Context: an optimization exercise on an open-source flow, tuned for small area and a short achievable clock period. The choices shown serve that exercise and are no tape-out recipe. No run shown here included a check of the RTL's function; only the layout flow was run. Power is estimated from default activity; no workload was simulated.

<file path="flow/config.mk">
export PLATFORM = sky130hd
export DESIGN_NAME = loadStoreUnit
export DESIGN_NICKNAME = loadStoreUnit
export VERILOG_FILES = /design/flow/design.v
export SDC_FILE = /design/flow/constraint.sdc
export NUM_CORES = 4
export LEC_CHECK = 0
export CAP_MARGIN = 20
export CORE_MARGIN = 2
export CORE_UTILIZATION = 55
export CTS_BUF_LIST = sky130_fd_sc_hd__clkbuf_8
export CTS_CLUSTER_DIAMETER = 70
export CTS_CLUSTER_SIZE = 12
export SETUP_SLACK_MARGIN = 1.8
export SLEW_MARGIN = 20
export SYNTH_HIERARCHICAL = 1
</file>
<file path="flow/constraint.sdc">
create_clock -name core_clock -period 4.1 [get_ports {clk}]
set_input_delay 0.8200 -clock core_clock [delete_from_list [all_inputs] [get_ports {clk}]]
set_output_delay 0.8200 -clock core_clock [all_outputs]
set_load 0.01 [all_outputs]
</file>
<file path="flow/design.v">
`default_nettype none
package rvMemPkg;
    localparam int xlen = 64;
    localparam int maskWidth = xlen / 8;
    typedef logic [2:0] widthCode;
    localparam widthCode lb  = 3'b000;
    localparam widthCode lh  = 3'b001;
    localparam widthCode lw  = 3'b010;
    localparam widthCode ld  = 3'b011;
    localparam widthCode lbu = 3'b100;
    localparam widthCode lhu = 3'b101;
    localparam widthCode lwu = 3'b110;
    typedef union packed {
        logic [xlen-1:0] dword;
        logic [1:0][31:0] word;
        logic [3:0][15:0] half;
        logic [7:0][7:0] bytes;
    } memWord;
endpackage
`default_nettype wire
`default_nettype none
package platformPkg;
    localparam logic [63:0] mtimecmpAddr = 64'h0000_0000_0200_4000;
    localparam logic [63:0] mtimeAddr = 64'h0000_0000_0200_bff8;
    localparam logic [63:0] mtimecmpReset = '1;
endpackage
`default_nettype wire
`timescale 1ns/1ps
`default_nettype none
module accessControl (
    input  logic clk,
    input  logic arstN,
    input  logic reqValid,
    input  logic reqWrite,
    input  rvMemPkg::widthCode reqWidth,
    input  logic [rvMemPkg::xlen-1:0] reqAddr,
    input  logic [rvMemPkg::xlen-1:0] reqWdata,
    input  logic memStall,
    output logic busy,
    output logic done,
    output logic weMem,
    output logic reMem,
    output logic [rvMemPkg::xlen-1:0] heldAddr,
    output logic [rvMemPkg::xlen-1:0] heldWdata,
    output logic [rvMemPkg::maskWidth-1:0] heldMask,
    output logic [1:0] heldSize,
    output logic [2:0] loadBase,
    output logic [7:0] loadExtSel,
    output logic [2:0] loadSource,           
    output logic captureLoad,
    output logic timerRead,
    output logic timerReadMtime,             
    output logic timerReadMtimecmp,          
    output logic writeMtime,
    output logic writeMtimecmp,
    output logic acceptMtimecmpWrite,
    output logic [3:0] notLoadMtimecmp       
);
    logic accept;
    logic hitMtime;
    logic hitMtimecmp;
    logic isTimer;
    logic [rvMemPkg::xlen-1:0] fmtData;
    logic [rvMemPkg::maskWidth-1:0] fmtMask;
    logic atLeastHalf;
    logic atLeastWord;
    logic isDouble;
    logic [2:0] base;
    logic [2:0] top;
    logic signExt;
    logic [7:0] extSel;
    assign accept = reqValid && !busy;
    logic [2:0] notShared;
    logic notMtimecmpLow;
    logic notAcceptWrite;
    timerAddrMatch uMatch (
        .addr(reqAddr),
        .hitMtime(hitMtime),
        .hitMtimecmp(hitMtimecmp),
        .notShared(notShared),
        .notMtimecmpLow(notMtimecmpLow)
    );
    assign notAcceptWrite = !(reqValid && !busy && reqWrite);
    for (genvar j = 0; j < 4; j++) begin : gLoadCmp
        localparam int r = j % 3;
        cmpLoadGate uLoad (
            .notShared({notShared[(r+2)%3], notShared[(r+1)%3], notShared[r]}),
            .notLow(j < 2 ? notMtimecmpLow : notAcceptWrite),
            .notAccept(j < 2 ? notAcceptWrite : notMtimecmpLow),
            .notLoad(notLoadMtimecmp[j])
        );
    end
    assign isTimer = hitMtime || hitMtimecmp;
    assign acceptMtimecmpWrite = accept && reqWrite && hitMtimecmp;
    storeFormatter uStoreFormatter (
        .size(reqWidth[1:0]),
        .offset(reqAddr[2:0]),
        .wdata(reqWdata),
        .fmtData(fmtData),
        .fmtMask(fmtMask)
    );
    assign atLeastHalf = (reqWidth[1:0] != 2'd0);
    assign atLeastWord = reqWidth[1];
    assign isDouble = (reqWidth[1:0] == 2'd3);
    assign base = reqAddr[2:0] & ~{isDouble, atLeastWord, atLeastHalf};
    assign top = base | {1'b0, atLeastWord, atLeastHalf};
    assign signExt = !reqWidth[2] && !isDouble;
    for (genvar k = 0; k < 8; k++) begin : gExtSel
        assign extSel[k] = signExt && (top == 3'(k));
    end
    always_ff @(posedge clk) begin
        if (!busy) begin
            loadBase <= base;
            loadExtSel <= extSel;
            loadSource <= {hitMtimecmp, hitMtime, !isTimer};
            heldAddr <= reqAddr;
            heldWdata <= fmtData;
            heldMask <= fmtMask;
            heldSize <= reqWidth[1:0];
        end
    end
    always_ff @(posedge clk or negedge arstN) begin
        if (!arstN) begin
            busy <= 1'b0;
            done <= 1'b0;
            weMem <= 1'b0;
            reMem <= 1'b0;
            timerReadMtime <= 1'b0;
            timerReadMtimecmp <= 1'b0;
            writeMtime <= 1'b0;
            writeMtimecmp <= 1'b0;
        end else begin
            busy <= accept || (busy && !done);
            done <= ((weMem || reMem) && !memStall) || timerRead || writeMtime || writeMtimecmp;
            weMem <= (accept && reqWrite && !isTimer) || (weMem && memStall);
            reMem <= (accept && !reqWrite && !isTimer) || (reMem && memStall);
            timerReadMtime <= accept && !reqWrite && hitMtime;
            timerReadMtimecmp <= accept && !reqWrite && hitMtimecmp;
            writeMtime <= accept && reqWrite && hitMtime;
            writeMtimecmp <= acceptMtimecmpWrite;
        end
    end
    assign timerRead = timerReadMtime || timerReadMtimecmp;
    assign captureLoad = (reMem && !memStall) || timerRead;
endmodule
module timerAddrMatch (
    input  logic [63:0] addr,
    output logic hitMtime,
    output logic hitMtimecmp,
    output logic [2:0] notShared,
    output logic notMtimecmpLow
);
    localparam logic [63:0] mtimeAddr = platformPkg::mtimeAddr;
    localparam logic [63:0] mtimecmpAddr = platformPkg::mtimecmpAddr;
    logic [15:0] sharedHit;
    logic [3:0] mtimeLowHit;
    logic [3:0] mtimecmpLowHit;
    logic notMtimeLow;
    for (genvar k = 4; k < 16; k++) begin : gShared
        nibbleMatch #(.K(mtimeAddr[4*k +: 4])) uNibble (
            .a(addr[4*k +: 4]),
            .y(sharedHit[k])
        );
    end
    assign sharedHit[3:0] = '0;
    for (genvar k = 0; k < 4; k++) begin : gLow
        nibbleMatch #(.K(mtimeAddr[4*k +: 4])) uMtime (
            .a(addr[4*k +: 4]),
            .y(mtimeLowHit[k])
        );
        nibbleMatch #(.K(mtimecmpAddr[4*k +: 4])) uMtimecmp (
            .a(addr[4*k +: 4]),
            .y(mtimecmpLowHit[k])
        );
    end
    for (genvar j = 0; j < 3; j++) begin : gSharedAnd
        gateNand #(.N(4)) uAnd (.a(sharedHit[4*j+4 +: 4]), .y(notShared[j]));
    end
    gateNand #(.N(4)) uMtimeAnd (.a(mtimeLowHit), .y(notMtimeLow));
    gateNand #(.N(4)) uMtimecmpAnd (.a(mtimecmpLowHit), .y(notMtimecmpLow));
    gateNor #(.N(4)) uMtimeHit (.a({notShared, notMtimeLow}), .y(hitMtime));
    gateNor #(.N(4)) uMtimecmpHit (.a({notShared, notMtimecmpLow}), .y(hitMtimecmp));
endmodule
module cmpLoadGate (
    input  logic [2:0] notShared,
    input  logic notLow,
    input  logic notAccept,
    output logic notLoad
);
    logic sharedHigh;
    logic rest;
    gateNor #(.N(2)) uA (.a(notShared[1:0]), .y(sharedHigh));
    gateNor #(.N(3)) uB (.a({notShared[2], notLow, notAccept}), .y(rest));
    gateNand #(.N(2)) uY (.a({sharedHigh, rest}), .y(notLoad));
endmodule
module nibbleMatch #(
    parameter logic [3:0] K = 4'h0
) (
    input  logic [3:0] a,
    output logic y
);
    assign y = (a == K);
endmodule
`default_nettype wire
`timescale 1ns/1ps
`default_nettype none
module storeFormatter (
    input  logic [1:0] size,         
    input  logic [2:0] offset,
    input  logic [rvMemPkg::xlen-1:0] wdata,
    output logic [rvMemPkg::xlen-1:0] fmtData,
    output logic [rvMemPkg::maskWidth-1:0] fmtMask
);
    logic isByte;
    logic isHalf;
    logic isWord;
    logic isDouble;
    logic [7:0][7:0] b;
    logic [7:0][7:0] lane;
    sizeDecode uSize (
        .size(size),
        .isByte(isByte),
        .isHalf(isHalf),
        .isWord(isWord),
        .isDouble(isDouble)
    );
    always_comb begin
        for (int k = 0; k < 8; k++) begin
            fmtMask[k] = isDouble ||
                         ((k[2] == offset[2]) &&
                          (isWord ||
                           ((k[1] == offset[1]) &&
                            (isHalf || (k[0] == offset[0])))));
        end
    end
    assign b = wdata;
    assign lane[0] = b[0];
    assign lane[1] = (fmtMask[1] && isByte) ? b[0] : b[1];
    assign lane[2] = (fmtMask[2] && (isByte || isHalf)) ? b[0] : b[2];
    assign lane[3] = (fmtMask[3] && isByte) ? b[0] :
                     (fmtMask[3] && isHalf) ? b[1] : b[3];
    assign lane[4] = (fmtMask[4] && !isDouble) ? b[0] : b[4];
    assign lane[5] = (fmtMask[5] && isByte) ? b[0] :
                     (fmtMask[5] && (isHalf || isWord)) ? b[1] : b[5];
    assign lane[6] = (fmtMask[6] && (isByte || isHalf)) ? b[0] :
                     (fmtMask[6] && isWord) ? b[2] : b[6];
    assign lane[7] = (fmtMask[7] && isByte) ? b[0] :
                     (fmtMask[7] && isHalf) ? b[1] :
                     (fmtMask[7] && isWord) ? b[3] : b[7];
    assign fmtData = lane;
endmodule
module sizeDecode (
    input  logic [1:0] size,
    output logic isByte,
    output logic isHalf,
    output logic isWord,
    output logic isDouble
);
    assign isByte = (size == 2'd0);
    assign isHalf = (size == 2'd1);
    assign isWord = (size == 2'd2);
    assign isDouble = (size == 2'd3);
endmodule
`default_nettype wire
`timescale 1ns/1ps
`default_nettype none
module loadAligner (
    input  logic clk,
    input  logic arstN,
    input  logic [2:0] base,                 
    input  logic [1:0] size,
    input  logic [7:0] extSel,               
    input  logic captureLoad,
    input  logic timerReadMtime,
    input  logic timerReadMtimecmp,
    input  logic [2:0] source,               
    input  logic [rvMemPkg::xlen-1:0] rdataMem,
    input  logic [rvMemPkg::xlen-1:0] mtime,
    input  logic [rvMemPkg::xlen-1:0] mtimecmp,
    output logic [rvMemPkg::xlen-1:0] rdData
);
    logic [7:0][7:0] memBytes;
    logic [7:0][7:0] mtimeBytes;
    logic [7:0][7:0] mtimecmpBytes;
    logic [7:0][7:0] memLane;
    logic timerRead;
    logic [7:0][7:0] lane;
    logic atLeastHalf;
    logic atLeastWord;
    logic isDouble;
    logic [7:0] memTops;
    logic [7:0] mtimeTops;
    logic [7:0] mtimecmpTops;
    logic memExt;
    logic timerExt;
    logic ext;
    logic [7:0][7:0] res;
    assign memBytes = rdataMem;
    assign mtimeBytes = mtime;
    assign mtimecmpBytes = mtimecmp;
    assign timerRead = timerReadMtime || timerReadMtimecmp;
    assign atLeastHalf = (size != 2'd0);
    assign atLeastWord = size[1];
    assign isDouble = (size == 2'd3);
    for (genvar k = 0; k < 8; k++) begin : gTops
        assign memTops[k] = rdataMem[8*k+7];
        assign mtimeTops[k] = mtime[8*k+7];
        assign mtimecmpTops[k] = mtimecmp[8*k+7];
    end
    assign memExt = |(extSel & memTops);
    assign timerExt = (source[2] && |(extSel & mtimecmpTops)) ||
                      (source[1] && |(extSel & mtimeTops));
    assign ext = timerExt || (source[0] && memExt);
    assign memLane[0] = memBytes[base];
    assign memLane[1] = memBytes[{base[2:1], 1'b1}];
    assign memLane[2] = memBytes[{base[2], 2'b10}];
    assign memLane[3] = memBytes[{base[2], 2'b11}];
    assign memLane[7:4] = memBytes[7:4];
    for (genvar k = 0; k < 8; k++) begin : gLane
        assign lane[k] = ({8{source[1]}} & mtimeBytes[k]) |
                         ({8{source[2]}} & mtimecmpBytes[k]) |
                         ({8{source[0]}} & memLane[k]);
    end
    assign res[0] = lane[0];
    assign res[1] = atLeastHalf ? lane[1] : {8{ext}};
    assign res[2] = atLeastWord ? lane[2] : {8{ext}};
    assign res[3] = atLeastWord ? lane[3] : {8{ext}};
    assign res[4] = isDouble ? lane[4] : {8{ext}};
    assign res[5] = isDouble ? lane[5] : {8{ext}};
    assign res[6] = isDouble ? lane[6] : {8{ext}};
    assign res[7] = isDouble ? lane[7] : {8{ext}};
    always_ff @(posedge clk or negedge arstN) begin
        if (!arstN) begin
            rdData <= '0;
        end else if (captureLoad) begin
            rdData <= res;
        end
    end
endmodule
`default_nettype wire
`timescale 1ns/1ps
`default_nettype none
module mmioTimer #(
    parameter int unsigned TimerStep = 1
) (
    input  logic clk,
    input  logic arstN,
    input  logic [rvMemPkg::xlen-1:0] reqWdata,
    input  logic busy,
    input  logic reqAddrBit3,                
    input  logic [3:0] notLoadMtimecmp,      
    input  logic writeMtime,                 
    input  logic writeMtimecmp,              
    input  logic [rvMemPkg::xlen-1:0] heldWdata,
    output logic [rvMemPkg::xlen-1:0] mtime,
    output logic [rvMemPkg::xlen-1:0] mtimecmp,
    output logic timerIrq
);
    localparam int xlen = rvMemPkg::xlen;
    logic [xlen-1:0] mtimeInc;
    logic mtimeAllOnes;
    logic [xlen-1:0] mtimeNext;
    logic [xlen-1:0] mtimecmpNext;
    logic [7:0] halfNotGt;
    logic [7:0] halfNotLt;
    logic [7:0] heldNotGt;
    logic [7:0] heldNotLt;
    logic dataGt;
    logic dataLt;
    logic mtimeWasAllOnes;
    logic notIncEqCmp;
    logic notEqCmp;
    logic irqRest;
    logic irqStep;
    logic irqNext;
    logic [3:0] notCarryIn;                  
    logic [4:1] onesBelowNext;
    logic [4:1] dataOnesBelow;
    logic [4:1] stepOnesBelow;
    onesBelowGroups uDataOnes (
        .value(heldWdata),
        .lowInverted(1'b0),
        .onesBelow(dataOnesBelow)
    );
    onesBelowGroups uStepOnes (
        .value(mtime),
        .lowInverted(1'b1),
        .onesBelow(stepOnesBelow)
    );
    assign onesBelowNext = writeMtime ? dataOnesBelow : stepOnesBelow;
    always_ff @(posedge clk or negedge arstN) begin
        if (!arstN) begin
            notCarryIn <= '1;
            mtimeAllOnes <= 1'b0;
        end else begin
            notCarryIn <= {~onesBelowNext[3:1], 1'b1};
            mtimeAllOnes <= onesBelowNext[4];
        end
    end
    timerIncrement uIncrement (
        .value(mtime),
        .notCarryIn(notCarryIn[3:1]),
        .inc(mtimeInc)
    );
    assign mtimeNext = writeMtime ? heldWdata :
                       ((TimerStep == 1) ? mtimeInc : mtime + xlen'(TimerStep));
    for (genvar j = 0; j < 4; j++) begin : gCmpNext
        assign mtimecmpNext[16*j +: 16] = notLoadMtimecmp[j] ? mtimecmp[16*j +: 16] : reqWdata[16*j +: 16];
    end
    compareFront uFront (
        .a(reqWdata),
        .bSel(reqAddrBit3),
        .bOne(mtimecmp),
        .bZero(mtime),
        .notGt(halfNotGt),
        .notLt(halfNotLt)
    );
    always_ff @(posedge clk) begin
        heldNotGt <= halfNotGt;
        heldNotLt <= halfNotLt;
        mtimeWasAllOnes <= mtimeAllOnes;
    end
    compareBack uBack (
        .notGtIn(heldNotGt),
        .notLtIn(heldNotLt),
        .gt(dataGt),
        .lt(dataLt)
    );
    incEqual uIncEqual (
        .value(mtime),
        .target(mtimecmp),
        .notIncEq(notIncEqCmp),
        .notEq(notEqCmp)
    );
    always_comb begin
        if (writeMtime) begin
            irqRest = !dataLt;
        end else if (writeMtimecmp) begin
            irqRest = !mtimeAllOnes && (!notEqCmp || (!mtimeWasAllOnes && !dataGt));
        end else begin
            irqRest = !mtimeAllOnes && timerIrq;
        end
    end
    irqJoin uJoin (
        .notIncEq(notIncEqCmp),
        .writeMtime(writeMtime),
        .rest(irqRest),
        .irq(irqStep)
    );
    assign irqNext = (TimerStep == 1) ? irqStep : (mtimeNext >= mtimecmp);
    always_ff @(posedge clk or negedge arstN) begin
        if (!arstN) begin
            mtime <= '0;
            mtimecmp <= platformPkg::mtimecmpReset;
            timerIrq <= 1'b0;
        end else begin
            mtime <= mtimeNext;
            mtimecmp <= mtimecmpNext;
            timerIrq <= irqNext;
        end
    end
endmodule
module timerIncrement (
    input  logic [63:0] value,
    input  logic [3:1] notCarryIn,           
    output logic [63:0] inc
);
    logic [3:0][3:0][3:0] notRun;
    logic [3:0][3:0] notBlocks;
    logic [63:0] carry;
    for (genvar a = 0; a < 4; a++) begin : gGroup
        for (genvar b = 0; b < 4; b++) begin : gBlock
            gateNand #(.N(1)) uRun0 (.a(value[16*a+4*b]), .y(notRun[a][b][0]));
            for (genvar c = 1; c < 4; c++) begin : gRun
                gateNand #(.N(c + 1)) uRun (
                    .a(value[16*a+4*b +: c + 1]),
                    .y(notRun[a][b][c])
                );
            end
        end
        assign notBlocks[a][0] = 1'b0;
        assign notBlocks[a][1] = notRun[a][0][3];
        gateOr #(.N(2)) uBlocks2 (
            .a({notRun[a][1][3], notRun[a][0][3]}),
            .y(notBlocks[a][2])
        );
        gateOr #(.N(3)) uBlocks3 (
            .a({notRun[a][2][3], notRun[a][1][3], notRun[a][0][3]}),
            .y(notBlocks[a][3])
        );
    end
    assign carry[0] = 1'b1;
    for (genvar i = 0; i < 63; i++) begin : gCarry
        localparam int j = i + 1;            
        localparam int a = i / 16;
        localparam int b = (i / 4) % 4;
        localparam int c = i % 4;
        if (j % 16 == 0) begin : gGroupStart
            gateNor #(.N(1)) uCarry (.a(notCarryIn[j/16]), .y(carry[j]));
        end else if (a == 0 && b == 0) begin : gRunOnly
            gateNor #(.N(1)) uCarry (.a(notRun[a][b][c]), .y(carry[j]));
        end else if (a == 0) begin : gBlocksRun
            gateNor #(.N(2)) uCarry (
                .a({notBlocks[a][b], notRun[a][b][c]}),
                .y(carry[j])
            );
        end else if (b == 0) begin : gGroupsRun
            gateNor #(.N(2)) uCarry (
                .a({notCarryIn[a], notRun[a][b][c]}),
                .y(carry[j])
            );
        end else begin : gAll
            gateNor #(.N(3)) uCarry (
                .a({notCarryIn[a], notBlocks[a][b], notRun[a][b][c]}),
                .y(carry[j])
            );
        end
    end
    assign inc = value ^ carry;
endmodule
module onesBelowGroups (
    input  logic [63:0] value,
    input  logic lowInverted,
    output logic [4:1] onesBelow
);
    logic [63:0] bits;
    logic [15:0] notQuad;
    logic [3:0] group;
    assign bits = {value[63:1], value[0] ^ lowInverted};
    for (genvar i = 0; i < 16; i++) begin : gQuad
        gateNand #(.N(4)) uQuad (.a(bits[4*i +: 4]), .y(notQuad[i]));
    end
    for (genvar a = 0; a < 4; a++) begin : gGroup
        gateNor #(.N(4)) uGroup (.a(notQuad[4*a +: 4]), .y(group[a]));
    end
    assign onesBelow[1] = group[0];
    gateAnd #(.N(2)) uBelow2 (.a(group[1:0]), .y(onesBelow[2]));
    gateAnd #(.N(3)) uBelow3 (.a(group[2:0]), .y(onesBelow[3]));
    gateAnd #(.N(4)) uBelow4 (.a(group[3:0]), .y(onesBelow[4]));
endmodule
module compareFront (
    input  logic [63:0] a,
    input  logic bSel,
    input  logic [63:0] bOne,
    input  logic [63:0] bZero,
    output logic [7:0] notGt,
    output logic [7:0] notLt
);
    logic [63:0] notB;
    assign notB = ~(bSel ? bOne : bZero);
    logic [63:0] g0;
    logic [63:0] l0;
    logic [31:0] g1;
    logic [31:0] l1;
    logic [15:0] g2;
    logic [15:0] l2;
    assign g0 = a & notB;
    assign l0 = ~(a | notB);
    for (genvar i = 0; i < 32; i++) begin : gL1
        compareNodePos uNode (
            .gtHigh(g0[2*i+1]), .ltHigh(l0[2*i+1]),
            .gtLow(g0[2*i]), .ltLow(l0[2*i]),
            .notGt(g1[i]), .notLt(l1[i])
        );
    end
    for (genvar i = 0; i < 16; i++) begin : gL2
        compareNodeNeg uNode (
            .notGtHigh(g1[2*i+1]), .notLtHigh(l1[2*i+1]),
            .notGtLow(g1[2*i]), .notLtLow(l1[2*i]),
            .gt(g2[i]), .lt(l2[i])
        );
    end
    for (genvar i = 0; i < 8; i++) begin : gL3
        compareNodePos uNode (
            .gtHigh(g2[2*i+1]), .ltHigh(l2[2*i+1]),
            .gtLow(g2[2*i]), .ltLow(l2[2*i]),
            .notGt(notGt[i]), .notLt(notLt[i])
        );
    end
endmodule
module compareBack (
    input  logic [7:0] notGtIn,
    input  logic [7:0] notLtIn,
    output logic gt,
    output logic lt
);
    logic [3:0] g4;
    logic [3:0] l4;
    logic [1:0] g5;
    logic [1:0] l5;
    for (genvar i = 0; i < 4; i++) begin : gL4
        compareNodeNeg uNode (
            .notGtHigh(notGtIn[2*i+1]), .notLtHigh(notLtIn[2*i+1]),
            .notGtLow(notGtIn[2*i]), .notLtLow(notLtIn[2*i]),
            .gt(g4[i]), .lt(l4[i])
        );
    end
    for (genvar i = 0; i < 2; i++) begin : gL5
        compareNodePos uNode (
            .gtHigh(g4[2*i+1]), .ltHigh(l4[2*i+1]),
            .gtLow(g4[2*i]), .ltLow(l4[2*i]),
            .notGt(g5[i]), .notLt(l5[i])
        );
    end
    compareNodeNeg uTop (
        .notGtHigh(g5[1]), .notLtHigh(l5[1]),
        .notGtLow(g5[0]), .notLtLow(l5[0]),
        .gt(gt), .lt(lt)
    );
endmodule
module compareNodePos (
    input  logic gtHigh,
    input  logic ltHigh,
    input  logic gtLow,
    input  logic ltLow,
    output logic notGt,
    output logic notLt
);
    assign notGt = !((gtHigh || gtLow) && !ltHigh);
    assign notLt = !((ltHigh || ltLow) && !gtHigh);
endmodule
module compareNodeNeg (
    input  logic notGtHigh,
    input  logic notLtHigh,
    input  logic notGtLow,
    input  logic notLtLow,
    output logic gt,
    output logic lt
);
    assign gt = !((notGtHigh && notGtLow) || !notLtHigh);
    assign lt = !((notLtHigh && notLtLow) || !notGtHigh);
endmodule
module incEqual (
    input  logic [63:0] value,
    input  logic [63:0] target,
    output logic notIncEq,
    output logic notEq
);
    logic [63:0] diff;
    logic [63:0] below;
    xorVector #(.N(64)) uDiff (
        .a(value),
        .b(target),
        .y(diff)
    );
    assign below = value & diff;
    incEqualTree uTree (
        .below(below),
        .diff(diff),
        .notIncEq(notIncEq),
        .notEq(notEq)
    );
endmodule
module incEqualTree (
    input  logic [63:0] below,
    input  logic [63:0] diff,
    output logic notIncEq,
    output logic notEq
);
    logic [63:0] ok;
    logic [15:0] okA;
    logic [7:0] okB;
    logic [3:0] okC;
    logic [1:0] okD;
    logic [31:0] sameA;
    logic [7:0] sameB;
    logic [3:0] sameC;
    for (genvar i = 0; i < 63; i++) begin : gStep
        assign ok[i] = (diff[i+1] == below[i]);
    end
    assign ok[63] = diff[0];
    for (genvar i = 0; i < 16; i++) begin : gOkA
        gateNand #(.N(4)) uGate (.a(ok[4*i +: 4]), .y(okA[i]));
    end
    for (genvar i = 0; i < 8; i++) begin : gOkB
        gateNor #(.N(2)) uGate (.a(okA[2*i +: 2]), .y(okB[i]));
    end
    for (genvar i = 0; i < 4; i++) begin : gOkC
        gateNand #(.N(2)) uGate (.a(okB[2*i +: 2]), .y(okC[i]));
    end
    for (genvar i = 0; i < 2; i++) begin : gOkD
        gateNor #(.N(2)) uGate (.a(okC[2*i +: 2]), .y(okD[i]));
    end
    gateNand #(.N(2)) uOk (.a(okD), .y(notIncEq));
    for (genvar i = 0; i < 32; i++) begin : gSameA
        gateNor #(.N(2)) uGate (.a(diff[2*i +: 2]), .y(sameA[i]));
    end
    for (genvar i = 0; i < 8; i++) begin : gSameB
        gateNand #(.N(4)) uGate (.a(sameA[4*i +: 4]), .y(sameB[i]));
    end
    for (genvar i = 0; i < 4; i++) begin : gSameC
        gateNor #(.N(2)) uGate (.a(sameB[2*i +: 2]), .y(sameC[i]));
    end
    gateNand #(.N(4)) uSame (.a(sameC), .y(notEq));
endmodule
module andNotVector #(
    parameter int N = 64
) (
    input  logic [N-1:0] a,
    input  logic [N-1:0] b,
    output logic [N-1:0] y
);
    assign y = a & ~b;
endmodule
module xorVector #(
    parameter int N = 64
) (
    input  logic [N-1:0] a,
    input  logic [N-1:0] b,
    output logic [N-1:0] y
);
    assign y = a ^ b;
endmodule
module irqJoin (
    input  logic notIncEq,
    input  logic writeMtime,
    input  logic rest,
    output logic irq
);
    assign irq = !(notIncEq || writeMtime) || rest;
endmodule
module gateNand #(
    parameter int N = 2
) (
    input  logic [N-1:0] a,
    output logic y
);
    assign y = !(&a);
endmodule
module gateNor #(
    parameter int N = 2
) (
    input  logic [N-1:0] a,
    output logic y
);
    assign y = !(|a);
endmodule
module gateOr #(
    parameter int N = 2
) (
    input  logic [N-1:0] a,
    output logic y
);
    assign y = |a;
endmodule
module gateAnd #(
    parameter int N = 2
) (
    input  logic [N-1:0] a,
    output logic y
);
    assign y = &a;
endmodule
`default_nettype wire
`timescale 1ns/1ps
`default_nettype none
module loadStoreUnit #(
    parameter int unsigned TimerStep = 1
) (
    input  logic clk,
    input  logic arstN,
    input  logic reqValid,
    input  logic reqWrite,
    input  rvMemPkg::widthCode reqWidth,
    input  logic [rvMemPkg::xlen-1:0] reqAddr,
    input  logic [rvMemPkg::xlen-1:0] reqWdata,
    input  logic [rvMemPkg::xlen-1:0] rdataMem,
    input  logic memStall,
    output logic busy,
    output logic done,
    output logic [rvMemPkg::xlen-1:0] rdData,
    output logic [rvMemPkg::xlen-1:0] address,
    output logic weMem,
    output logic reMem,
    output logic [rvMemPkg::xlen-1:0] wdataMem,
    output logic [rvMemPkg::maskWidth-1:0] wmaskMem,
    output logic timerIrq
);
    logic [rvMemPkg::xlen-1:0] heldAddr;
    logic [rvMemPkg::xlen-1:0] heldWdata;
    logic [rvMemPkg::maskWidth-1:0] heldMask;
    logic [1:0] heldSize;
    logic [2:0] loadBase;
    logic [7:0] loadExtSel;
    logic [2:0] loadSource;
    logic captureLoad;
    logic timerRead;
    logic timerReadMtime;
    logic timerReadMtimecmp;
    logic writeMtime;
    logic writeMtimecmp;
    logic acceptMtimecmpWrite;
    logic [3:0] notLoadMtimecmp;
    logic [rvMemPkg::xlen-1:0] mtime;
    logic [rvMemPkg::xlen-1:0] mtimecmp;
    accessControl uAccessControl (
        .clk(clk),
        .arstN(arstN),
        .reqValid(reqValid),
        .reqWrite(reqWrite),
        .reqWidth(reqWidth),
        .reqAddr(reqAddr),
        .reqWdata(reqWdata),
        .memStall(memStall),
        .busy(busy),
        .done(done),
        .weMem(weMem),
        .reMem(reMem),
        .heldAddr(heldAddr),
        .heldWdata(heldWdata),
        .heldMask(heldMask),
        .heldSize(heldSize),
        .loadBase(loadBase),
        .loadExtSel(loadExtSel),
        .loadSource(loadSource),
        .captureLoad(captureLoad),
        .timerRead(timerRead),
        .timerReadMtime(timerReadMtime),
        .timerReadMtimecmp(timerReadMtimecmp),
        .writeMtime(writeMtime),
        .writeMtimecmp(writeMtimecmp),
        .acceptMtimecmpWrite(acceptMtimecmpWrite),
        .notLoadMtimecmp(notLoadMtimecmp)
    );
    loadAligner uLoadAligner (
        .clk(clk),
        .arstN(arstN),
        .base(loadBase),
        .size(heldSize),
        .extSel(loadExtSel),
        .captureLoad(captureLoad),
        .timerReadMtime(timerReadMtime),
        .timerReadMtimecmp(timerReadMtimecmp),
        .source(loadSource),
        .rdataMem(rdataMem),
        .mtime(mtime),
        .mtimecmp(mtimecmp),
        .rdData(rdData)
    );
    mmioTimer #(
        .TimerStep(TimerStep)
    ) uMmioTimer (
        .clk(clk),
        .arstN(arstN),
        .reqWdata(reqWdata),
        .busy(busy),
        .reqAddrBit3(reqAddr[3]),
        .notLoadMtimecmp(notLoadMtimecmp),
        .writeMtime(writeMtime),
        .writeMtimecmp(writeMtimecmp),
        .heldWdata(heldWdata),
        .mtime(mtime),
        .mtimecmp(mtimecmp),
        .timerIrq(timerIrq)
    );
    assign address = heldAddr;
    assign wdataMem = heldWdata;
    assign wmaskMem = heldMask;
endmodule
`default_nettype wire
</file>
<file path="flow/flow/run.sh">
#!/bin/bash
# The standard layout, with plain buffers on the ports instead of the
# delay cells buffer_ports picks by default. Every port still gets a buffer.
set -euo pipefail
export BUFFER_PORTS_ARGS="-buffer_cell sky130_fd_sc_hd__buf_1"
bash standard.sh > standard.log 2>&1
</file>
<file path="flow/standard.sh">
#!/bin/bash
# synth_recipe.tcl (not shown) runs the flow's synth.tcl, then flattens the netlist and writes it again
# the make line also repeats each setting of config.mk as NAME=value (left out here)
make -C /OpenROAD-flow-scripts/flow DESIGN_CONFIG=/design/flow/config.mk WORK_HOME=/design/flow/orfs CLKGATE_MAP_FILE= SYNTH_SCRIPT=/design/flow/synth_recipe.tcl "${@:-finish}"
</file>
==> results of run 1 <==
## worst max-delay path: stages, from the launching register on
cell      delay (ns)
dfstp_2         0.66
xor2_1          0.15
nor2_1          0.12
nand4_1         0.16
nor2_1          0.32
nand4_1         0.18
o211a_1         0.18
o41ai_2         0.26
o21bai_1        0.15
## power by group through the flow
stage                     Combinational (mW)  Clock, mW  Sequential [mW]
after CTS                               3.05       2.56             5.45
after global placement                  2.97          0             5.53
after global routing                    3.34       2.70             5.53
after floorplan                         1.41          0             5.70
final                                   3.10       2.52             5.46
after detailed placement                3.01          0             5.55
## stage by stage
step	setup WS, ns	hold slack, ns	cells	power [mW]	instance area (um^2)
after floorplan	1.035	0.3655	2066	7.111	22840
after global placement	0.9915	0.3810	2941	8.501	24700
after detailed placement	0.8963	0.3782	2941	8.558	24700
after CTS	1.837	0.2127	3024	11.07	25570
after global routing	1.772	0.2624	3029	11.57	25660
final	1.827	0.2284	3032	11.09	25670
## cell type report
| type | count | area (um^2) |
|---|---|---|
| fillers | 3458 | 15070 |
| multi-input cells | 1562 | 11970 |
| flip-flops and latches | 374 | 10130 |
| repair buffers | 451 | 1992 |
| well taps | 532 | 665.6 |
| clock buffers | 42 | 578.1 |
| clock inverters | 31 | 183.9 |
| inverters | 36 | 138.9 |
| diodes | 4 | 10.01 |
## what timing repair did
| item | CTS | global route |
|---|---|---|
| gates resized for setup | 13 | 9 |
| pin swaps | 3 | 2 |
| buffers inserted | 10 | 3 |
| setup endpoints to repair | 150 | 28 |
## final timing paths
kind / endpoint / startpoint / slack [ns]
worst max register to register: uMmioTimer.timerIrq / uMmioTimer.mtimecmp[31] / 1.83
worst min register to register: uMmioTimer.mtimeWasAllOnes / uMmioTimer.mtimeAllOnes / 0.41
worst max-delay path: uMmioTimer.timerIrq / uMmioTimer.mtimecmp[31] / 1.83
min in group core_clock: uAccessControl.heldAddr[25] / reqAddr[25] / 0.37
max in group asynchronous: uLoadAligner.rdData[22] / arstN / 2.82
worst min-delay path: uMmioTimer.mtime[41] / arstN / 0.23
## state kept, by name, summed over array words and instances, names as in the netlist, 2 cells and up
register / flops
uAccessControl.loadExtSel: 8
uAccessControl.heldWdata: 64
uMmioTimer.mtime: 64
uAccessControl.heldSize: 2
uLoadAligner.rdData: 64
uAccessControl.loadBase: 3
uMmioTimer.heldNotLt: 8
uAccessControl.heldMask: 8
uMmioTimer.heldNotGt: 8
uAccessControl.loadSource: 3
uMmioTimer.mtimecmp: 64
uMmioTimer.notCarryIn: 3
uAccessControl.heldAddr: 64
## per-layer routing
layer  vias to the layer above  track usage
li1                       8326            -
met5                         -            0
met3                       128      0.08367
met4                         2       0.1196
met1                      9394       0.5148
met2                       963       0.5601
==> notes.md, run 1 <==
status=finished clean; TritonCTS clock tree=done; area growth from synthesis to layout=13.26%; Max Transition Viols Final=0; Sequential Power Share=0.493; Rows=74; GRT Util Overall=0.3659; syn_nets=2,266; met2 WL=36,140 um; Final Net Count=2,665; Max Fclk=439.9 MHz; final number of setup-violating endpoints=0; HPWL after detailed placement=58,850 um; worst r2r path cells=8; leading cell type in the layout, fill and taps excluded=buf_1; Core Region=0.04074 mm^2; Final Hold Viols=0; global-route wire length before repair=114,400 um; Syn Inst Count=2,066; Fin Clk Skew=0.02090 ns; IO Pins=405; Top Layer Used=met5; max cap viols=0; Sw Share=0.3753; Hold Crit Class=in2async; CP startpoint kind=flip-flop; Via density=6.205; DRC viols=0; clk latency of the worst-skew pair=0.65 ns; commonest non-fill, non-tap cells in the layout=399 x buf_1, 221 x nor2_1, 161 x mux2_2, 152 x edfxtp_1; layout cells sized above 1=0.1979; relative slew slack=0.2149; Data required, critical path=4.65 ns; drt initial violations=2,067; cts bufs inserted=40; Routability Congestion=0.9651; WL per Instance=26.39 um; vias=18,810; clock share of power=0.228; via count of the first global-routing pass=17,440; Max Buffers Root-to-Sink=3; worst-path maximum fanout=5; grt ovf=0; crit path capture type=flip-flop; Setup CP Type=reg2reg; syn avg cell area=10.97 um^2; Die Width=207.0 um; Leak=10.64 nW; Comb pwr share=0.280; DR WL met3=7759 um; register clock-pin slew on the reported worst setup and hold paths=0.09 ns; antenna violation net count after detailed routing=0; WL met1=33,620 um; CTS Root Buffer Type=clkbuf_8; Final Core Density=0.6301; crit path DAT=2.82 ns; P_sw=4.161 mW; crit share post-route=0.5544; Peak supply drop=0.4023 mV; unrepaired setup endpoints after global routing=true; drt first pass iters=8; Int Pwr=6.926 mW; Die Y=207.0 um; Post-Route WL=80,020 um; worst slew pin tran=1.178 ns; Clock Sink Count=374; Post-CTS Hold Buffers=0; die footprint=0.04285 mm^2; warnings from Yosys=10; PortBufs=404; Pwr per Cell Area=431.9 mW/mm^2; pin count of the biggest net entering global routing=128; setup_tns=0 ns; CTS H-tree depth=2; Initial Util=0.5563; initial antenna violation count=5; crit path time final=2.273 ns; synthesized area=0.02266 mm^2
==> run 2, diff against run 1 <==
--- a/flow/config.mk
+++ b/flow/config.mk
@@ -13,2 +13,3 @@
 export CTS_CLUSTER_SIZE = 12
+export PLACE_DENSITY = 0.75
 export SETUP_SLACK_MARGIN = 1.8
==> run 2 against run 1 <==
  * First-iteration DRC count is 9.5% lower
  * Core utilization is 0.28 points lower
  * Non-clock buffer count is 7 lower
  * Power is 2.2% lower
  * Final cell count is 0.36% lower
  * Synthesized cell count stayed put
  * Design area is 0.44% lower
  * Synthesized area stayed put
  * Clock power is 5% lower
  * Hold slack better by 0.14 ns
  * Clock skew is 0.0085 ns higher
  * Critical endpoint is now uMmioTimer.mtimecmp[1]
  * Highest routed layer is now met4
==> notes.md, run 2 <==
IO Pins=405 (unchanged); CP startpoint kind=input pin; Die Y=207.0 um (unchanged); TritonCTS clock tree=done; max cap viols=0 (unchanged); status=finished clean; warnings from Yosys=10 (unchanged); Tot Pwr=10.84 mW (-2.2%); die footprint=0.04285 mm^2 (unchanged); final worst slack=1.878 ns (+0.05066 ns); commonest non-fill, non-tap cells in the layout=400 x buf_1, 221 x nor2_1, 161 x mux2_2, 152 x edfxtp_1, 135 x dfrtp_1; drt initial violations=1,871 (-9.5%); Setup CP Type=in2reg; Peak supply drop=0.3303 mV (-18%); Die Width=207.0 um (unchanged); initial antenna violation count=4 (-1); setup_tns=0 ns (unchanged); Fin Clk Skew=0.02942 ns (+0.008523 ns); syn_nets=2,266 (unchanged); leading cell type in the layout, fill and taps excluded=buf_1; unrepaired setup endpoints after global routing=false; DRC viols=0 (unchanged); Core Region=0.04074 mm^2 (unchanged); DP Worst Slack=0.9425 ns (+0.04611 ns); crit path time final=2.222 ns (-0.05066 ns); CTS Root Buffer Type=clkbuf_8; vias=18,910 (+0.50%); cell area after layout=0.02556 mm^2 (-0.44%); Post-Route WL=76,190 um (-4.8%); DP Area=0.02465 mm^2 (-0.21%); synthesized area=0.02266 mm^2 (unchanged); worst-path maximum fanout=16 (+11); Routability Congestion=0.9685 (+0.35%); CTS H-tree depth=2 (unchanged); Hold Crit Class=in2async; pin count of the biggest net entering global routing=85 (-34%); Via density=6.259 (+0.87%); crit path capture type=flip-flop; Final Core Density=0.6273 (-0.002795); register clock-pin slew on the reported worst setup and hold paths=0.08 ns (about the same); antenna violation net count after detailed routing=0 (unchanged); Max Buffers Root-to-Sink=3 (unchanged); Leak=10.61 nW (-0.24%); HPWL after detailed placement=57,770 um (-1.8%); syn avg cell area=10.97 um^2 (unchanged); global-route wire length before repair=109,700 um (-4.1%); Final Hold Viols=0 (unchanged); Clock Sink Count=374 (unchanged); grt ovf=0 (unchanged); layout cells sized above 1=0.1924 (-0.005563); Layout fillers=3,291 (-4.8%); crit share post-route=0.5420 (-0.01236); worst slew pin tran=1.245 ns (+0.06757 ns); Initial Util=0.5563 (unchanged); Data required, critical path=4.66 ns (about the same); worst r2r path cells=4 (-4); Max Fclk=450.0 MHz (+2.3%); Max Transition Viols Final=0 (unchanged); Rows=74 (unchanged); Pwr per Cell Area=424.2 mW/mm^2 (-1.8%); PortBufs=404 (unchanged); multi-input logic area=0.01199 mm^2 (+0.17%); drt first pass iters=6 (-2); sequential cell area=0.01012 mm^2 (about the same); relative slew slack=0.1698 (-0.04505); area growth from synthesis to layout=12.76%; GRT Util Overall=0.3473 (-0.01857); clk latency of the worst-skew pair=0.66 ns (about the same); Syn Inst Count=2,066 (unchanged); via count of the first global-routing pass=17,870 (+2.4%); Final Net Count=2,656 (-0.34%); final number of setup-violating endpoints=0 (unchanged); WL per Instance=25.22 um (-4.4%); crit path DAT=2.78 ns (-0.04 ns); cts bufs inserted=38 (-5.0%)
run 2: changes by cell type in the layout (fill, tap and decap cells not counted), sizes merged:
cell,before,now
inv,61,62
clkinv,1,2
clkinvlp,4,1
clkbuf,44,43
buf,449,440
run 2: final timing paths:
path                                         startpoint  slack, ns                           to
max in group asynchronous                         arstN       2.76       uLoadAligner.rdData[4]
setup reg to reg           uAccessControl.loadSource[1]       1.89      uLoadAligner.rdData[13]
setup / recovery                            reqAddr[21]       1.88       uMmioTimer.mtimecmp[1]
hold reg to reg                 uMmioTimer.mtimeAllOnes       0.41   uMmioTimer.mtimeWasAllOnes
min in group core_clock                     reqAddr[29]       0.38  uAccessControl.heldAddr[29]
hold / removal                                    arstN       0.37      uLoadAligner.rdData[33]
run 2: where the power goes:
part | switching [mW] | leakage [nW] | internal, mW
combinational | 2.00 | 6.20 | 0.987
sequential | 0.591 | 3.97 | 4.87
clock | 1.43 | 0.446 | 0.972
total | 4.01 | 10.6 | 6.83
run 2: layout make-up:
type / count / share of cell area
clock buffer: 39 / 0.02100
sequential: 374 / 0.3961
timing repair buffer: 444 / 0.07515
multi-input combinational: 1562 / 0.4693
tap: 532 / 0.02605
antenna: 4 / 0.0003917
inverter: 36 / 0.005435
clock inverter: 30 / 0.006561
run 2: repair_timing:
item                       4_1_cts  5_1_grt
gates cloned                     0        0
hold buffers                     0        0
buffers inserted                 5        4
setup endpoints to repair      107      118
resized for setup               12        6
pin swaps                        6        3
run 2: per-layer routing:
layer | track usage | wire, um
met2 | 0.5446 | 34670
met3 | 0.06954 | 7449
met1 | 0.4644 | 30520
met4 | 0.1629 | 3549
met5 | 0 | 0
run 2: stage by stage:
step                std cells  hold WS (ns)
floorplan                2066        0.3655
global placement         2939        0.3745
CTS                      3013        0.3303
finish                   3021        0.3684
detailed placement       2939        0.3856
global route             3021        0.3544
run 2: critical path, cell delays in order:
cell,delay (ns)
buf_1,0.09
nor4_2,0.34
nand4_1,0.48
nor2_1,0.30
nand2_2,0.33
mux2_2,0.39
==> run 3, diff against run 2 <==
--- a/flow/config.mk
+++ b/flow/config.mk
@@ -7,3 +7,3 @@
 export LEC_CHECK = 0
-export CAP_MARGIN = 20
+export CAP_MARGIN = 5
 export CORE_MARGIN = 2
@@ -13,5 +13,4 @@
 export CTS_CLUSTER_SIZE = 12
-export PLACE_DENSITY = 0.75
 export SETUP_SLACK_MARGIN = 1.8
-export SLEW_MARGIN = 20
+export SLEW_MARGIN = 5
 export SYNTH_HIERARCHICAL = 1
==> run 3 against run 2 <==
  * Still clean
  * Synthesized cell count is the same
  * Power up 2.1%
  * Sequential share of layout area fell by 0.13 points
  * Register-to-register slack got worse by 0.03 ns
  * Count of clock-buffer cells in the layout up 3
  * Non-clock buffer count is 6 higher
  * Final cell count is 0.33% higher
  * Worst setup slack worse by 0.031 ns
  * Fmax down 1.4%
  * Combinational power grew 3%
  * Clock power grew 5%
  * First-iteration DRC count rose by 1.8%
  * Largest power group unchanged
==> notes.md, run 3 <==
Final Hold Viols=0 (unchanged); Final Net Count=2,665 (+0.34%); clock share of power=0.228 (+0.007); Comb pwr share=0.278 (+0.003); Cell Chain, Critical Path=clkbuf_4, nor4_2, nand4_1, nor3_2, nand2_2, mux2_2; crit path capture type=flip-flop; worst r2r path cells=8 (+4); pin count of the biggest net entering global routing=128 (+51%); TritonCTS clock tree=done; commonest non-fill, non-tap cells in the layout=399 x buf_1, 221 x nor2_1, 161 x mux2_2, 152 x edfxtp_1; drt initial violations=1,904 (+1.8%); cts bufs inserted=40 (+5.3%); crit path time final=2.253 ns (+0.03076 ns); Max Transition Viols Final=0 (unchanged); grt ovf=0 (unchanged); Routability Congestion=0.9651 (-0.35%); reg2reg end=uMmioTimer.timerIrq; sequential cell area=0.01013 mm^2 (about the same); Tot Pwr=11.07 mW (+2.1%); warnings from Yosys=10 (unchanged); layout cells sized above 1=0.1979 (+0.005563); cell count along the critical path=6 (unchanged); GRT Util Overall=0.3659 (+0.01857); unrepaired setup endpoints after global routing=true; Sw Share=0.3754 (+0.005296); CTS Root Buffer Type=clkbuf_8; DRC viols=0 (unchanged); R2R setup slack=1.86 ns (-0.03 ns); Rows=74 (unchanged); Syn Inst Count=2,066 (unchanged); Hold Crit Class=in2async; syn avg cell area=10.97 um^2 (unchanged); CP endpoint=uMmioTimer.mtimecmp[27]; area growth from synthesis to layout=13.18%; max cap viols=0 (unchanged); antenna violation net count after detailed routing=0 (unchanged); PortBufs=404 (unchanged); synthesized area=0.02266 mm^2 (unchanged); global-route wire length before repair=114,400 um (+4.3%); relative slew slack=0.2127 (+0.04283); Max stage delay on crit path=0.38 ns (-0.10 ns); Int Pwr=6.914 mW (+1.2%); P_sw=4.155 mW (+3.6%); FF-to-FF Start=uMmioTimer.mtimecmp[31]; Setup CP Type=in2reg; initial antenna violation count=5 (+1); Core Region=0.04074 mm^2 (unchanged); final number of setup-violating endpoints=0 (unchanged); CTS H-tree depth=2 (unchanged); Sequential Power Share=0.494 (-0.010); drt first pass iters=5 (-1); CP startpoint kind=input pin; multi-input logic area=0.01197 mm^2 (-0.17%); buffers and inverters on the worst path=1 (unchanged); Data required, critical path=4.68 ns (+0.02 ns); Max Buffers Root-to-Sink=3 (unchanged); worst-path maximum fanout=24 (+8); Max Fclk=443.8 MHz (-1.4%); Layout fillers=3,462 (+5.2%); Pwr per Cell Area=431.5 mW/mm^2 (+1.7%); Clock Sink Count=374 (unchanged); setup_tns=0 ns (unchanged); WL per Instance=26.40 um (+4.7%); Peak supply drop=0.4409 mV (+34%); vias=18,790 (-0.63%); via count of the first global-routing pass=17,440 (-2.4%); Die Width=207.0 um (unchanged); Crit path max-delay family=simple AND/OR/NAND/NOR gates; Via density=6.198 (-0.96%); Fin Clk Skew=0.02648 ns (-0.002935 ns); Leak=10.63 nW (+0.15%); leading cell type in the layout, fill and taps excluded=buf_1; Worst setup startpoint=reqAddr[3]; Die Y=207.0 um (unchanged); HPWL after detailed placement=58,850 um (+1.9%); register clock-pin slew on the reported worst setup and hold paths=0.09 ns (about the same); Initial Util=0.5563 (unchanged); die footprint=0.04285 mm^2 (unchanged); GR Util met1=0.5148 (+0.05035); crit share post-route=0.5495 (+0.007502); worst slew pin tran=1.181 ns (-0.06424 ns); M3 GR Usage=0.08367 (+0.01413); syn_nets=2,266 (unchanged); M2 GR Usage=0.5601 (+0.01548); Post-Route WL=80,010 um (+5.0%); CP max-delay cell=mux2_2; status=finished clean; IO Pins=405 (unchanged); crit path DAT=2.83 ns (+0.05 ns); clk latency of the worst-skew pair=0.65 ns (about the same); Top Usage Layer GRT=met2
-- run 3: repair_timing --
action | in CTS | in global routing
gates resized for setup | 13 | 9
pin swaps | 3 | 2
hold buffers | 0 | 0
setup endpoints to repair | 150 | 109
gates cloned | 0 | 1
setup buffers | 10 | 3
-- run 3: layout make-up --
cell class / count / area share
diodes: 3 / 0.0002927
clock inverters: 31 / 0.007170
well taps: 532 / 0.02595
multi-input cells: 1562 / 0.4668
repair inverters: 1 / 0.0001951
inverters: 36 / 0.005414
clock buffers: 42 / 0.02253
repair buffers: 450 / 0.07687
flip-flops and latches: 374 / 0.3948
-- run 3: worst reg2reg max path, cell delays in order, from the launching register on --
cell and delay [ns]:
dfstp_2 0.66, xor2_1 0.15, nor2_1 0.12, nand4_1 0.17, nor2_1 0.29, nand4_1 0.17, o211a_1 0.17, o41ai_2 0.26
o21bai_1 0.15
-- run 3: worst min path at each step --
| stage | from | endpoint | cells past startpoint | slack (ns) |
|---|---|---|---|---|
| floorplan | uMmioTimer.mtimeAllOnes | uMmioTimer.mtimeWasAllOnes | 0 | 0.37 |
| global placement | uMmioTimer.mtimeAllOnes | uMmioTimer.mtimeWasAllOnes | 0 | 0.38 |
| CTS | arstN | uMmioTimer.mtime[41] | 1 | 0.21 |
| detailed placement | uMmioTimer.mtimeAllOnes | uMmioTimer.mtimeWasAllOnes | 0 | 0.38 |
| global route | arstN | uMmioTimer.mtime[41] | 1 | 0.26 |
| finish | arstN | uMmioTimer.mtime[41] | 1 | 0.23 |
-- run 3: per-stage QoR --
stage / setup WS, ns / hold WS [ns] / cell area (um^2) / util / instances
after floorplan: 1.035 / 0.3655 / 22840 / - / 2066
after global placement: 0.9915 / 0.3810 / 24700 / 0.6063 / 2941
after detailed placement: 0.8963 / 0.3782 / 24700 / 0.6063 / 2941
after CTS: 1.837 / 0.2127 / 25570 / 0.6278 / 3024
after global routing: 1.769 / 0.2624 / 25650 / 0.6295 / 3029
final: 1.847 / 0.2293 / 25650 / 0.6297 / 3031
-- run 3: power groups by stage --
stage / registers [mW] / logic (mW) / clock network, mW
finish: 5.47 / 3.08 / 2.52
floorplan: 5.70 / 1.41 / 0
detailed placement: 5.55 / 3.01 / 0
global route: 5.54 / 3.33 / 2.70
CTS: 5.45 / 3.05 / 2.56
global placement: 5.53 / 2.97 / 0
-- run 3: metal layers --
layer	part of all wire	up-vias
li1	-	8331
met2	0.45	949
met5	0.00010	-
met3	0.098	125
met1	0.42	9380
met4	0.032	2
==> run 4, diff against run 3 <==
--- a/flow/config.mk
+++ b/flow/config.mk
@@ -7,3 +7,3 @@
 export LEC_CHECK = 0
-export CAP_MARGIN = 5
+export CAP_MARGIN = 20
 export CORE_MARGIN = 2
@@ -13,4 +13,5 @@
 export CTS_CLUSTER_SIZE = 12
+export PLACE_DENSITY = 0.85
 export SETUP_SLACK_MARGIN = 1.8
-export SLEW_MARGIN = 5
+export SLEW_MARGIN = 20
 export SYNTH_HIERARCHICAL = 1
==> run 4 against run 3 <==
  * Register-to-register slack got worse by 0.11 ns
  * Fmax fell by 4.0%
  * Count of clock-buffer cells in the layout fell by 3
  * Synthesized cell count did not move
  * Core utilization fell by 0.29 points
  * Final cell count fell by 0.36%
  * Largest cell class unchanged
  * Highest routed layer unchanged
==> notes.md, run 4 <==
Top Usage Layer GRT=met2; Hold Crit Class=in2async; area growth from synthesis to layout=12.65%; CTS H-tree depth=2 (unchanged); Post-Route WL=76,490 um (-4.4%); M2 GR Usage=0.5321 (-0.02798); crit share post-route=0.5726 (+0.02310); HPWL after detailed placement=57,380 um (-2.5%); Sw Share=0.3652 (-0.01016); pin count of the biggest net entering global routing=128 (unchanged); syn avg cell area=10.97 um^2 (unchanged); register clock-pin slew on the reported worst setup and hold paths=0.08 ns (about the same); drt first pass iters=7 (+2); layout cells sized above 1=0.1907 (-0.007172); Final Net Count=2,657 (-0.30%); Die Width=207.0 um (unchanged); DP Area=0.02462 mm^2 (-0.33%); DRC viols=0 (unchanged); Die Y=207.0 um (unchanged); Pwr per Cell Area=423.8 mW/mm^2 (-1.8%); CP startpoint kind=flip-flop; PortBufs=404 (unchanged); M3 GR Usage=0.08713 (+0.003454); Setup CP Type=reg2reg; Data required, critical path=4.65 ns (-0.03 ns); DP Worst Slack=0.8602 ns (-0.03612 ns); Core Region=0.04074 mm^2 (unchanged); syn_nets=2,266 (unchanged); warnings from Yosys=10 (unchanged); FF-to-FF Start=uMmioTimer.mtime[31]; Peak supply drop=0.3838 mV (-13%); cts bufs inserted=37 (-7.5%); worst-path maximum fanout=7 (-71%); worst slew pin tran=1.206 ns (+0.02491 ns); Routability Congestion=0.9703 (+0.54%); Int Pwr=6.868 mW (-0.66%); initial antenna violation count=3 (-2); clk latency of the worst-skew pair=0.63 ns (-0.02 ns); Leak=10.60 nW (-0.23%); status=finished clean; antenna violation net count after detailed routing=0 (unchanged); GRT Util Overall=0.3491 (-0.01683); max cap viols=0 (unchanged); Fin Clk Skew=0.03584 ns (+0.009353 ns); Final Hold Viols=0 (unchanged); worst r2r path cells=8 (unchanged); vias=19,100 (+1.6%); via count of the first global-routing pass=18,450 (+5.7%); reg2reg end=uMmioTimer.timerIrq; crit path capture type=flip-flop; IO Pins=405 (unchanged); Sequential Power Share=0.507 (+0.013); WL per Instance=25.33 um (-4.1%); GR Util met1=0.4567 (-0.05807); synthesized area=0.02266 mm^2 (unchanged); relative slew slack=0.1961 (-0.01661); grt ovf=0 (unchanged); TritonCTS clock tree=done; Syn Inst Count=2,066 (unchanged); Post-CTS Hold Buffers=0 (unchanged); final number of setup-violating endpoints=0 (unchanged); Via density=6.323 (+2.0%); die footprint=0.04285 mm^2 (unchanged); clock share of power=0.218 (-0.010); Max Fclk=425.9 MHz (-4.0%); drt initial violations=2,131 (+12%); P_sw=3.951 mW (-4.9%); global-route wire length before repair=110,900 um (-3.0%); crit path DAT=2.89 ns (+0.06 ns); crit path time final=2.348 ns (+0.09471 ns); Max Buffers Root-to-Sink=3 (unchanged); Max Transition Viols Final=0 (unchanged); Comb pwr share=0.276 (-0.002); leading cell type in the layout, fill and taps excluded=buf_1; CTS Root Buffer Type=clkbuf_8; Clock Sink Count=374 (unchanged); commonest non-fill, non-tap cells in the layout=400 x buf_1, 221 x nor2_1, 161 x mux2_2, 152 x edfxtp_1, 136 x dfrtp_1; final worst slack=1.752 ns (-0.09471 ns); cell area after layout=0.02553 mm^2 (-0.47%); unrepaired setup endpoints after global routing=true; R2R setup slack=1.75 ns (-0.11 ns); setup_tns=0 ns (unchanged); Rows=74 (unchanged); Initial Util=0.5563 (unchanged)
-- run 4: final cells by class --
class                      instances  area, um^2
inverter                          36       138.9
fill                            3311       15210
multi-input combinational       1562       11970
sequential                       374       10120
clock buffer                      39       536.8
timing repair inverter             1       7.507
timing repair buffer             445        1923
antenna                            3       7.507
clock inverter                    28       161.4
tap                              532       665.6
-- run 4: power by group through the flow --
stage | Clock (mW) | Sequential, mW | Combinational, mW
after detailed placement | 0 | 5.53 | 2.93
after CTS | 2.39 | 5.47 | 2.95
after global routing | 2.50 | 5.55 | 3.24
final | 2.36 | 5.48 | 2.98
after floorplan | 0 | 5.70 | 1.41
after global placement | 0 | 5.51 | 2.87
-- run 4: worst max-delay path: stages (launching register included) --
cell      delay, ns
dfrtp_1        0.66
xor2_1         0.20
nor2_1         0.14
nand4_1        0.13
nor2_1         0.31
nand4_1        0.22
o211a_1        0.19
o41ai_2        0.28
o21bai_1       0.15
-- run 4: per-layer routing --
layer,vias up,wire length (um)
met1,9290,29660
met4,2,4208
met2,1268,33950
met3,229,8654
met5,-,13
li1,8307,-
-- run 4: through the flow --
| stage | utilization | hold WS (ns) | instances | power, mW |
|---|---|---|---|---|
| finish | 0.6267 | 0.3234 | 3020 | 10.82 |
| global route | 0.6266 | 0.3791 | 3018 | 11.29 |
| CTS | 0.6234 | 0.3206 | 3010 | 10.80 |
| detailed placement | 0.6042 | 0.3825 | 2935 | 8.461 |
| global placement | 0.6042 | 0.3726 | 2935 | 8.377 |
| floorplan | - | 0.3655 | 2066 | 7.111 |
-- run 4: worst max-delay path by stage --
stage | start | endpoint | slack [ns] | cells after the start
after floorplan | uAccessControl.busy | uAccessControl.heldAddr[0] | 1.03 | 1
after detailed placement | reqWidth[1] | uAccessControl.heldWdata[31] | 0.86 | 6
after global routing | uMmioTimer.mtime[32] | uMmioTimer.timerIrq | 1.64 | 8
final | uMmioTimer.mtime[31] | uMmioTimer.timerIrq | 1.75 | 8
after global placement | reqWidth[1] | uAccessControl.heldWdata[31] | 0.88 | 6
after CTS | uMmioTimer.mtime[32] | uMmioTimer.timerIrq | 1.69 | 9
-- run 4: timing repair --
item	in CTS	in global routing
resized for setup	10	6
buffers inserted	7	5
gates cloned	1	0
pin swaps	4	5
endpoints found under the setup margin	167	92
==> run 5, diff against run 4 <==
--- a/flow/design.v
+++ b/flow/design.v
@@ -56,3 +56,3 @@
     output logic acceptMtimecmpWrite,
-    output logic [3:0] notLoadMtimecmp       
+    output logic [7:0] notLoadMtimecmp       
 );
@@ -62,2 +62,3 @@
     logic isTimer;
+    logic notTimer;
     logic [rvMemPkg::xlen-1:0] fmtData;
@@ -73,2 +74,3 @@
     logic [2:0] notShared;
+    logic notMtimeLow;
     logic notMtimecmpLow;
@@ -80,2 +82,3 @@
         .notShared(notShared),
+        .notMtimeLow(notMtimeLow),
         .notMtimecmpLow(notMtimecmpLow)
@@ -83,3 +86,3 @@
     assign notAcceptWrite = !(reqValid && !busy && reqWrite);
-    for (genvar j = 0; j < 4; j++) begin : gLoadCmp
+    for (genvar j = 0; j < 8; j++) begin : gLoadCmp
         localparam int r = j % 3;
@@ -87,4 +90,4 @@
             .notShared({notShared[(r+2)%3], notShared[(r+1)%3], notShared[r]}),
-            .notLow(j < 2 ? notMtimecmpLow : notAcceptWrite),
-            .notAccept(j < 2 ? notAcceptWrite : notMtimecmpLow),
+            .notLow(j < 4 ? notMtimecmpLow : notAcceptWrite),
+            .notAccept(j < 4 ? notAcceptWrite : notMtimecmpLow),
             .notLoad(notLoadMtimecmp[j])
@@ -92,3 +95,9 @@
     end
-    assign isTimer = hitMtime || hitMtimecmp;
+    notTimerGate uNotTimer (
+        .notShared(notShared),
+        .notMtimeLow(notMtimeLow),
+        .notMtimecmpLow(notMtimecmpLow),
+        .notTimer(notTimer)
+    );
+    assign isTimer = !notTimer;
     assign acceptMtimecmpWrite = accept && reqWrite && hitMtimecmp;
@@ -114,3 +123,3 @@
             loadExtSel <= extSel;
-            loadSource <= {hitMtimecmp, hitMtime, !isTimer};
+            loadSource <= {hitMtimecmp, hitMtime, notTimer};
             heldAddr <= reqAddr;
@@ -134,4 +143,4 @@
             done <= ((weMem || reMem) && !memStall) || timerRead || writeMtime || writeMtimecmp;
-            weMem <= (accept && reqWrite && !isTimer) || (weMem && memStall);
-            reMem <= (accept && !reqWrite && !isTimer) || (reMem && memStall);
+            weMem <= (accept && reqWrite && notTimer) || (weMem && memStall);
+            reMem <= (accept && !reqWrite && notTimer) || (reMem && memStall);
             timerReadMtime <= accept && !reqWrite && hitMtime;
@@ -150,2 +159,3 @@
     output logic [2:0] notShared,
+    output logic notMtimeLow,
     output logic notMtimecmpLow
@@ -157,3 +167,2 @@
     logic [3:0] mtimecmpLowHit;
-    logic notMtimeLow;
     for (genvar k = 4; k < 16; k++) begin : gShared
@@ -195,2 +204,10 @@
 endmodule
+module notTimerGate (
+    input  logic [2:0] notShared,
+    input  logic notMtimeLow,
+    input  logic notMtimecmpLow,
+    output logic notTimer
+);
+    assign notTimer = (|notShared) || (notMtimeLow && notMtimecmpLow);
+endmodule
 module nibbleMatch #(
@@ -350,3 +367,3 @@
     input  logic reqAddrBit3,                
-    input  logic [3:0] notLoadMtimecmp,      
+    input  logic [7:0] notLoadMtimecmp,      
     input  logic writeMtime,                 
@@ -406,4 +423,4 @@
                        ((TimerStep == 1) ? mtimeInc : mtime + xlen'(TimerStep));
-    for (genvar j = 0; j < 4; j++) begin : gCmpNext
-        assign mtimecmpNext[16*j +: 16] = notLoadMtimecmp[j] ? mtimecmp[16*j +: 16] : reqWdata[16*j +: 16];
+    for (genvar j = 0; j < 8; j++) begin : gCmpNext
+        assign mtimecmpNext[8*j +: 8] = notLoadMtimecmp[j] ? mtimecmp[8*j +: 8] : reqWdata[8*j +: 8];
     end
@@ -792,3 +809,3 @@
     logic acceptMtimecmpWrite;
-    logic [3:0] notLoadMtimecmp;
+    logic [7:0] notLoadMtimecmp;
     logic [rvMemPkg::xlen-1:0] mtime;
--- a/flow/config.mk
+++ b/flow/config.mk
@@ -13,3 +13,3 @@
 export CTS_CLUSTER_SIZE = 12
-export PLACE_DENSITY = 0.85
+export PLACE_DENSITY = 0.75
 export SETUP_SLACK_MARGIN = 1.8
==> run 5 against run 4 <==
  * First-iteration DRC count decreased by 2.5%
  * Still clean on timing, DRC and antenna
  * Worst setup slack better by 0.079 ns
  * Via count shrank 0.96%
  * Clock power about the same
  * Highest routed layer unchanged
  * Largest power group unchanged
  * Wire length is 1.3% higher
  * Combinational power rose by 3%
  * Critical endpoint unchanged
==> notes.md, run 5 <==
placed cell count=2,950 (+0.51%); cts bufs inserted=38 (+2.7%); CP max-delay cell=dfstp_2; via count of the first global-routing pass=18,390 (-0.30%); CP startpoint kind=flip-flop; syn avg cell area=10.93 um^2 (-0.36%); final number of setup-violating endpoints=0 (unchanged); Max Transition Viols Final=0 (unchanged); syn_nets=2,278 (+0.53%); max cap viols=0 (unchanged); worst r2r path cells=9 (+1); DP Worst Slack=0.9923 ns (+0.1321 ns); Clock Sink Count=374 (unchanged); worst slew pin tran=1.093 ns (-0.1128 ns); status=finished clean; drt initial violations=2,078 (-2.5%); crit share post-route=0.5534 (-0.01923); Peak supply drop=0.3625 mV (-5.6%); Crit path max-delay family=simple AND/OR/NAND/NOR gates; Rows=74 (unchanged); pin count of the biggest net entering global routing=131 (+2.3%); buffers and inverters on the worst path=0 (unchanged); GRT Util Overall=0.3494 (+0.0003675); worst-path maximum fanout=4 (-3); HPWL after detailed placement=58,150 um (+1.4%); crit path capture type=flip-flop; Cell Chain, Critical Path=xor2_4, and2_1, xnor2_1, nand4_1, nor2_1, nand2_1, nor2_1, nand2_1, o21bai_1; Core Region=0.04083 mm^2 (+0.23%); cell area after layout=0.02566 mm^2 (+0.52%); Via density=6.223 (-1.6%); Routability Congestion=0.9521 (-1.9%); Die Y=207.2 um (+0.11%); Initial Util=0.5563 (about the same); Max stage delay on crit path=0.67 ns (about the same); Syn Inst Count=2,078 (+0.58%); die footprint=0.04294 mm^2 (+0.22%); Data required, critical path=4.65 ns (about the same); Pwr per Cell Area=424.2 mW/mm^2 (about the same); DP Area=0.02473 mm^2 (+0.45%); crit path DAT=2.82 ns (-0.07 ns); Hold Slack=0.1427 ns (-0.1807 ns); R2R setup slack=1.83 ns (+0.08 ns); WL per Instance=25.49 um (+0.66%); antenna violation net count after detailed routing=0 (unchanged); Hold Crit Class=in2async; clk latency of the worst-skew pair=0.65 ns (+0.02 ns); DRC viols=0 (unchanged); Leak=10.62 nW (+0.17%); Max Buffers Root-to-Sink=3 (unchanged); non-filler cells, final=3,039 (+0.63%); warnings from Yosys=10 (unchanged); CTS H-tree depth=2 (unchanged); layout cells sized above 1=0.1956 (+0.004864); global-route wire length before repair=113,600 um (+2.5%); Final Net Count=2,675 (+0.68%); synthesized area=0.02271 mm^2 (+0.22%); relative slew slack=0.2713 (+0.07522); crit path time final=2.269 ns (-0.07886 ns); Post-Route WL=77,480 um (+1.3%); grt ovf=0 (unchanged); final worst slack=1.831 ns (+0.07886 ns); reg2reg end=uMmioTimer.timerIrq; Final Core Density=0.6285 (+0.001827); unrepaired setup endpoints after global routing=false; PortBufs=404 (unchanged); Setup CP Type=reg2reg; Layout fillers=3,417 (+3.2%); CTS Root Buffer Type=clkbuf_8; leading cell type in the layout, fill and taps excluded=buf_1; area growth from synthesis to layout=12.99%; Die Width=207.2 um (+0.11%); TritonCTS clock tree=done; IO Pins=405 (unchanged); initial antenna violation count=4 (+1); Tot Pwr=10.89 mW (+0.61%); vias=18,910 (-0.96%); commonest non-fill, non-tap cells in the layout=399 x buf_1, 224 x nor2_1, 161 x mux2_2, 152 x edfxtp_1; drt first pass iters=6 (-1); Max Fclk=440.7 MHz (+3.5%); Final Hold Viols=0 (unchanged); FF-to-FF Start=uMmioTimer.mtimecmp[32]; Post-CTS Hold Buffers=0 (unchanged); Fin Clk Skew=0.04198 ns (+0.006142 ns); setup_tns=0 ns (unchanged); register clock-pin slew on the reported worst setup and hold paths=0.09 ns (about the same)
-- run 5: what timing repair did --
item,in CTS,in global routing
endpoints found under the setup margin,106,92
setup buffers,4,12
resized for setup,8,13
pin swaps,6,4
cloned,0,1
-- run 5: layer usage --
metal | up-vias | wire [um] | track usage
met5 | - | 23 | 0
met3 | 194 | 8130 | 0.08487
met1 | 9272 | 31230 | 0.4747
met4 | 4 | 3493 | 0.1498
li1 | 8348 | - | -
met2 | 1095 | 34600 | 0.5356
-- run 5: worst reg2reg max path, delay by kind of cell, from the launching register on --
| kind | cells | cell delay, ns |
|---|---|---|
| xor+xnor | 2 | 0.48 |
| compound gates | 1 | 0.13 |
| simple gates | 6 | 0.92 |
| flops | 1 | 0.67 |
-- run 5: report_power, final --
| group | total (mW) | internal, mW | switching, mW | leakage [nW] |
|---|---|---|---|---|
| sequential | 5.46 | 4.87 | 0.592 | 3.96 |
| clock | 2.35 | 0.947 | 1.40 | 0.438 |
| combinational | 3.08 | 0.981 | 2.09 | 6.22 |
| total | 10.9 | 6.80 | 4.08 | 10.6 |
-- run 5: how the worst max path moves through the flow --
stage	start	end	slack [ns]	depth (start not counted)
after floorplan	uAccessControl.busy	uAccessControl.heldAddr[0]	1.03	1
after global placement	reqAddr[45]	uMmioTimer.mtimecmp[3]	1.03	6
after detailed placement	reqAddr[2]	uAccessControl.heldWdata[45]	0.99	5
after CTS	uMmioTimer.mtimecmp[32]	uMmioTimer.timerIrq	1.78	9
after global routing	uMmioTimer.mtime[56]	uMmioTimer.timerIrq	1.80	9
final	uMmioTimer.mtimecmp[32]	uMmioTimer.timerIrq	1.83	9
-- run 5: layout make-up --
type / instances / area, um^2 / share of cell area
Clock buffer: 38 / 523.0 / 0.02038
Inverter: 35 / 135.1 / 0.005265
Antenna cell: 2 / 5.005 / 0.0001950
Sequential cell: 374 / 10130 / 0.3946
Multi-Input combinational cell: 1575 / 12050 / 0.4696
Clock inverter: 32 / 170.2 / 0.006630
Timing Repair Buffer: 451 / 1987 / 0.07742
Tap cell: 532 / 665.6 / 0.02594

## separate check: timing with driven ports
How much do the figures lean on ideal ports? The routed layouts below were timed once more, with nothing changed but the port constraints. Step 1 (the two cells are an assumption about what drives the block):
set clk [get_ports {clk}]
set_driving_cell -lib_cell sky130_fd_sc_hd__clkbuf_16 $clk
set_driving_cell -lib_cell sky130_fd_sc_hd__buf_2 [delete_from_list [all_inputs] $clk]
Step 2 adds t to the input delays and takes it off the output delays; t is the mean of the earliest and latest rising clock arrival at the registers after step 1. Input paths then give back, and output paths get back, about the clock's delay inside the block. Three values: ideal, step 1, step 2; two values: the first two.
run | t (ns) | slack for setup (ns) | cell pins on the clock port's net
run 1 | 0.694 | 1.827 / 1.827 / 1.147 | 1
run 2 | 0.698 | 1.878 / 1.865 / 1.212 | 1
run 3 | 0.692 | 1.847 / 1.828 / 1.136 | 1
run 4 | 0.663 | 1.752 / 1.752 / 1.162 | 1
run 5 | 0.683 | 1.831 / 1.831 / 1.194 | 1
After both steps setup and hold are still met in every run listed. The setup slack of run 3, which loses most, moves by -0.019 ns with the drivers and by -0.711 ns with both steps.
